This is an optimization exercise on Yosys and OpenROAD, whose aim is small area, a short achievable clock period and few clock cycles per item, not a production implementation. The RTL was checked by simulation tests, not by an equivalence proof against the original design. Power and IR drop assume default switching activity.

## precompute_pipe
module precompute_pipe (
  input  logic    clk,
  input  logic    rst,
  input  logic    in_pass,
  input  logic [3:0]  in_op,
  input  logic [2:0]  in_ra0,
  input  logic [2:0]  in_ra1,
  input  logic [2:0]  in_wa,
  input  logic [15:0] in_imm,
  input  logic    hold,
  output logic    in_accept,
  output logic    out_vld,
  output logic [2:0]  out_wa,
  output logic [31:0] out_wdata
);
==> module exec_unit, before the edit <==
module exec_unit #(
  parameter int N = 8
) (
  input  logic            clk,
  input  logic            rst,
  input  logic            hold,
  input  logic            h_vld,
  input  logic [19:0]     h_enc,
  output logic            h_adv,
  output logic            out_vld,
  output pipe_pkg::reg_t  out_wa,
  output pipe_pkg::word_t out_wdata
);
  localparam int W = 32 / N;
  logic [N-1:0]          v;
  logic [N-1:0][2:0]     wa;
  logic [N-1:0][2:0]     ra0;
  logic [N-1:0][2:0]     ra1;
  logic [N-1:0]          movi;
  logic [N-1:0][3:0]     lut;
  logic [N-1:0]          arith;
  logic [N-1:0]          sub;
  logic [N-1:0]          cin;
  logic [N-1:0]          fwd0;
  logic [N-1:0]          fwd1;
  logic [N-1:0][15:0]    imm;
  logic [N-1:0][W-1:0]   opa;
  logic [N-1:0][W-1:0]   opb;
  logic [N-1:0][W-1:0]   r;
  logic [N-1:0]          wbv;
  logic [N-1:0][2:0]     wbwa;
  logic [N-1:0][W-1:0]   sk;
  logic [N-1:0][W-1:0]   sl;
  logic [N-1:0][31:0]    cr;
  logic [31:0]           out_lo;
  logic [N-1:0]          in_v;
  logic [N-1:0][2:0]     in_wa;
  logic [N-1:0][2:0]     in_ra0;
  logic [N-1:0][2:0]     in_ra1;
  logic [N-1:0]          in_movi;
  logic [N-1:0][3:0]     in_lut;
  logic [N-1:0]          in_arith;
  logic [N-1:0]          in_sub;
  logic [N-1:0][15:0]    in_imm;
  logic [N-1:0][W-1:0]   rd0;
  logic [N-1:0][W-1:0]   rd1;
  logic [N-1:0]          byp0;
  logic [N-1:0]          byp1;
  logic [N-1:0]          ex;
  logic [N-1:0]          fr;
  logic [N-1:0][W-1:0]   a;
  logic [N-1:0][W-1:0]   b;
  logic [N-1:0][W-1:0]   res;
  logic [N-1:0]          cout;
  assign fr[N-1] = ~v[N-1] | ~hold;
  assign ex[N-1] = v[N-1] & ~hold;
  for (genvar k = 0; k < N - 1; k++) begin : g_adv
    assign fr[k] = ~v[k] | fr[k+1];
    assign ex[k] = v[k] & fr[k+1];
  end
  assign h_adv = fr[0];
  assign in_v[0]     = h_vld;
  assign in_wa[0]    = h_enc[19:17];
  assign in_ra0[0]   = h_enc[2:0];
  assign in_ra1[0]   = h_enc[5:3];
  assign in_movi[0]  = h_enc[16];
  assign in_lut[0]   = h_enc[16] ? 4'b1010 : h_enc[11:8];
  assign in_arith[0] = ~h_enc[16] & h_enc[7];
  assign in_sub[0]   = h_enc[6];
  assign in_imm[0]   = h_enc[15:0];
  for (genvar k = 1; k < N; k++) begin : g_in
    assign in_v[k]     = v[k-1];
    assign in_wa[k]    = wa[k-1];
    assign in_ra0[k]   = ra0[k-1];
    assign in_ra1[k]   = ra1[k-1];
    assign in_movi[k]  = movi[k-1];
    assign in_lut[k]   = lut[k-1];
    assign in_arith[k] = arith[k-1];
    assign in_sub[k]   = sub[k-1];
    assign in_imm[k]   = imm[k-1];
  end
  for (genvar k = 0; k < N; k++) begin : g_slice
    reg_file #(.W(W)) i_rf (
      .clk    (clk),
      .ra0    (in_ra0[k]),
      .ra1    (in_ra1[k]),
      .wen    (wbv[k]),
      .wa     (wbwa[k]),
      .wdata  (r[k]),
      .rdata0 (rd0[k]),
      .rdata1 (rd1[k])
    );
    always_ff @(posedge clk) begin
      if (rst) v[k] <= 1'b0;
      else if (fr[k]) v[k] <= in_v[k];
    end
    always_ff @(posedge clk) begin
      if (fr[k]) begin
        wa[k]    <= in_wa[k];
        ra0[k]   <= in_ra0[k];
        ra1[k]   <= in_ra1[k];
        movi[k]  <= in_movi[k];
        lut[k]   <= in_lut[k];
        arith[k] <= in_arith[k];
        sub[k]   <= in_sub[k];
        imm[k]   <= in_imm[k];
      end
    end
    assign byp0[k] = wbv[k] && (wbwa[k] == in_ra0[k]);
    assign byp1[k] = wbv[k] && (wbwa[k] == in_ra1[k]);
    always_ff @(posedge clk) begin
      fwd0[k] <= ex[k] && (wa[k] == in_ra0[k]);
      fwd1[k] <= ex[k] && (wa[k] == in_ra1[k]) && !in_movi[k];
    end
    always_ff @(posedge clk) begin
      if (fr[k] && !byp0[k])                opa[k] <= rd0[k];
      else if (fr[k] || fwd0[k])            opa[k] <= r[k];
      if (fr[k] && in_movi[k])              opb[k] <= (k * W < 16) ? W'(in_imm[k] >> (k * W)) : '0;
      else if (fr[k] && !byp1[k])           opb[k] <= rd1[k];
      else if (fr[k] || fwd1[k])            opb[k] <= r[k];
    end
    assign a[k] = fwd0[k] ? r[k] : opa[k];
    assign b[k] = fwd1[k] ? r[k] : opb[k];
    logic [W+1:0] s;
    logic [W-1:0] l;
    logic         c;
    if (k == 0) begin : g_c0
      assign c = sub[k];
    end else begin : g_cn
      assign c = cin[k];
    end
    assign s = {1'b0, a[k], 1'b1} + {1'b0, b[k] ^ {W{sub[k]}}, c};
    always_comb begin
      for (int i = 0; i < W; i++) begin
        l[i] = lut[k][{a[k][i], b[k][i]}];
      end
    end
    assign res[k]  = arith[k] ? s[W:1] : l;
    assign cout[k] = s[W+1];
    always_ff @(posedge clk) begin
      r[k]    <= res[k];
      wbwa[k] <= wa[k];
    end
    always_ff @(posedge clk) begin
      if (rst) wbv[k] <= 1'b0;
      else     wbv[k] <= ex[k];
    end
    always_ff @(posedge clk) begin
      if (wbv[k]) sk[k] <= r[k];
    end
    assign sl[k] = wbv[k] ? r[k] : sk[k];
    if (k > 0) begin : g_cin
      always_ff @(posedge clk) begin
        if (fr[k]) cin[k] <= cout[k-1];
      end
    end else begin : g_cin0
      assign cin[k] = 1'b0;
    end
    always_ff @(posedge clk) begin
      if (k < 2) cr[k] <= '0;
      else if (fr[k]) cr[k] <= cr[(k < 2) ? 0 : k-1] | (32'(sl[(k < 2) ? 0 : k-2]) << ((k < 2) ? 0 : (k-2) * W));
    end
  end
  always_ff @(posedge clk) begin
    if (rst) out_vld <= 1'b0;
    else     out_vld <= ex[N-1];
  end
  always_ff @(posedge clk) begin
    out_wa <= wa[N-1];
    out_lo <= cr[N-1] | (32'(sl[N-2]) << ((N-2) * W));
  end
  assign out_wdata = {r[N-1], out_lo[(N-1)*W-1:0]};
endmodule
Settings: LEC_CHECK=0, CAP_MARGIN=20, CORE_MARGIN=2, CORE_UTILIZATION=60, CTS_CLUSTER_DIAMETER=100, CTS_CLUSTER_SIZE=30, PLACE_DENSITY=0.75, SETUP_SLACK_MARGIN=2.0, SLEW_MARGIN=20; clock period 4.5 ns.
run.sh (not shown) runs the stock make flow with config.mk's settings and CLKGATE_MAP_FILE= SYNTH_SCRIPT=/design/flow/synth_recipe.tcl, a recipe that flattens the netlist after the stock synthesis.
The baseline passed the timing, DRC and antenna checks.
Testbench counts at the start, summed over its fixed seeds: cycles 12,080, items 12,000.
Edit:
--- a/flow/design.v
+++ b/flow/design.v
@@ -160,12 +160,8 @@
   logic [N-1:0][15:0]    imm;
   logic [N-1:0][W-1:0]   opa;
   logic [N-1:0][W-1:0]   opb;
   logic [N-1:0][W-1:0]   r;
-  logic [N-1:0]          wbv;
-  logic [N-1:0][2:0]     wbwa;
-  logic [N-1:0][W-1:0]   sk;
-  logic [N-1:0][W-1:0]   sl;
   logic [N-1:0][31:0]    cr;
   logic [31:0]           out_lo;
   logic [N-1:0]          in_v;
   logic [N-1:0][2:0]     in_wa;
@@ -177,10 +173,8 @@
   logic [N-1:0]          in_sub;
   logic [N-1:0][15:0]    in_imm;
   logic [N-1:0][W-1:0]   rd0;
   logic [N-1:0][W-1:0]   rd1;
-  logic [N-1:0]          byp0;
-  logic [N-1:0]          byp1;
   logic [N-1:0]          ex;
   logic [N-1:0]          fr;
   logic [N-1:0][W-1:0]   a;
   logic [N-1:0][W-1:0]   b;
@@ -217,11 +211,11 @@
     reg_file #(.W(W)) i_rf (
       .clk    (clk),
       .ra0    (in_ra0[k]),
       .ra1    (in_ra1[k]),
-      .wen    (wbv[k]),
-      .wa     (wbwa[k]),
-      .wdata  (r[k]),
+      .wen    (v[k]),
+      .wa     (wa[k]),
+      .wdata  (res[k]),
       .rdata0 (rd0[k]),
       .rdata1 (rd1[k])
     );
     always_ff @(posedge clk) begin
@@ -237,23 +231,14 @@
         lut[k]   <= in_lut[k];
         arith[k] <= in_arith[k];
         sub[k]   <= in_sub[k];
         imm[k]   <= in_imm[k];
+        fwd0[k]  <= ex[k] && (wa[k] == in_ra0[k]);
+        fwd1[k]  <= ex[k] && (wa[k] == in_ra1[k]) && !in_movi[k];
+        opa[k]   <= rd0[k];
+        opb[k]   <= in_movi[k] ? ((k * W < 16) ? W'(in_imm[k] >> (k * W)) : '0) : rd1[k];
       end
     end
-    assign byp0[k] = wbv[k] && (wbwa[k] == in_ra0[k]);
-    assign byp1[k] = wbv[k] && (wbwa[k] == in_ra1[k]);
-    always_ff @(posedge clk) begin
-      fwd0[k] <= ex[k] && (wa[k] == in_ra0[k]);
-      fwd1[k] <= ex[k] && (wa[k] == in_ra1[k]) && !in_movi[k];
-    end
-    always_ff @(posedge clk) begin
-      if (fr[k] && !byp0[k])                opa[k] <= rd0[k];
-      else if (fr[k] || fwd0[k])            opa[k] <= r[k];
-      if (fr[k] && in_movi[k])              opb[k] <= (k * W < 16) ? W'(in_imm[k] >> (k * W)) : '0;
-      else if (fr[k] && !byp1[k])           opb[k] <= rd1[k];
-      else if (fr[k] || fwd1[k])            opb[k] <= r[k];
-    end
     assign a[k] = fwd0[k] ? r[k] : opa[k];
     assign b[k] = fwd1[k] ? r[k] : opb[k];
     logic [W+1:0] s;
     logic [W-1:0] l;
@@ -271,19 +256,10 @@
     end
     assign res[k]  = arith[k] ? s[W:1] : l;
     assign cout[k] = s[W+1];
     always_ff @(posedge clk) begin
-      r[k]    <= res[k];
-      wbwa[k] <= wa[k];
-    end
-    always_ff @(posedge clk) begin
-      if (rst) wbv[k] <= 1'b0;
-      else     wbv[k] <= ex[k];
-    end
-    always_ff @(posedge clk) begin
-      if (wbv[k]) sk[k] <= r[k];
+      if (ex[k]) r[k] <= res[k];
     end
-    assign sl[k] = wbv[k] ? r[k] : sk[k];
     if (k > 0) begin : g_cin
       always_ff @(posedge clk) begin
         if (fr[k]) cin[k] <= cout[k-1];
       end
@@ -291,18 +267,18 @@
       assign cin[k] = 1'b0;
     end
     always_ff @(posedge clk) begin
       if (k < 2) cr[k] <= '0;
-      else if (fr[k]) cr[k] <= cr[(k < 2) ? 0 : k-1] | (32'(sl[(k < 2) ? 0 : k-2]) << ((k < 2) ? 0 : (k-2) * W));
+      else if (fr[k]) cr[k] <= cr[(k < 2) ? 0 : k-1] | (32'(r[(k < 2) ? 0 : k-2]) << ((k < 2) ? 0 : (k-2) * W));
     end
   end
   always_ff @(posedge clk) begin
     if (rst) out_vld <= 1'b0;
     else     out_vld <= ex[N-1];
   end
   always_ff @(posedge clk) begin
     out_wa <= wa[N-1];
-    out_lo <= cr[N-1] | (32'(sl[N-2]) << ((N-2) * W));
+    out_lo <= cr[N-1] | (32'(r[N-2]) << ((N-2) * W));
   end
   assign out_wdata = {r[N-1], out_lo[(N-1)*W-1:0]};
 endmodule
 `timescale 1ns/100ps
=>
- core utilization is higher by 1.4 points
- cell area went down by 7.7%
- count of clock-buffer cells in the layout came out lower by 1
- register-to-register slack loses 0.15 ns
- hold slack hardly moves
- worst setup slack is worse by 0.045 ns
- maximum frequency fell by 1.8%
- sequential power drops by about 9%
- global-route usage drops by 0.73 points
- via count falls by 14%
- wire length came out lower by 13%
- clock power fell by 7.3%
Testbench counts after the change, summed over its fixed seeds: cycles 12,080, items 12,000.

## static timing again, ports no longer ideal
No port has a modelled driver above. Below, the same layouts with a new extraction and two added sets of constraints. Step 1 assumes that a clkbuf_16 drives the clock port and a buf_2 every other input. Step 2 adds t to the input delays and takes it off the output delays; t is the mean of the earliest and latest rising clock arrival at the registers after step 1. Input paths then give back, and output paths get back, about the clock's delay inside the block. Three values: ideal ports, drivers, drivers and shift; two values: the first two.
run	t (ns)	slack for setup (ns)	latest minus earliest clock arrival (ns)	worst data-port slew with drivers (ns)	cell pins on the clock port's net
the first run	0.664	2.039 / 1.990 / 1.407	0.032 / 0.032	0.11	1
the second run	0.645	1.994 / 1.994 / 1.461	0.036 / 0.036	0.06	1
After both steps setup and hold are still met in every run listed. The setup slack of the first run, which loses most, moves by -0.049 ns with the drivers and by -0.632 ns with both steps.
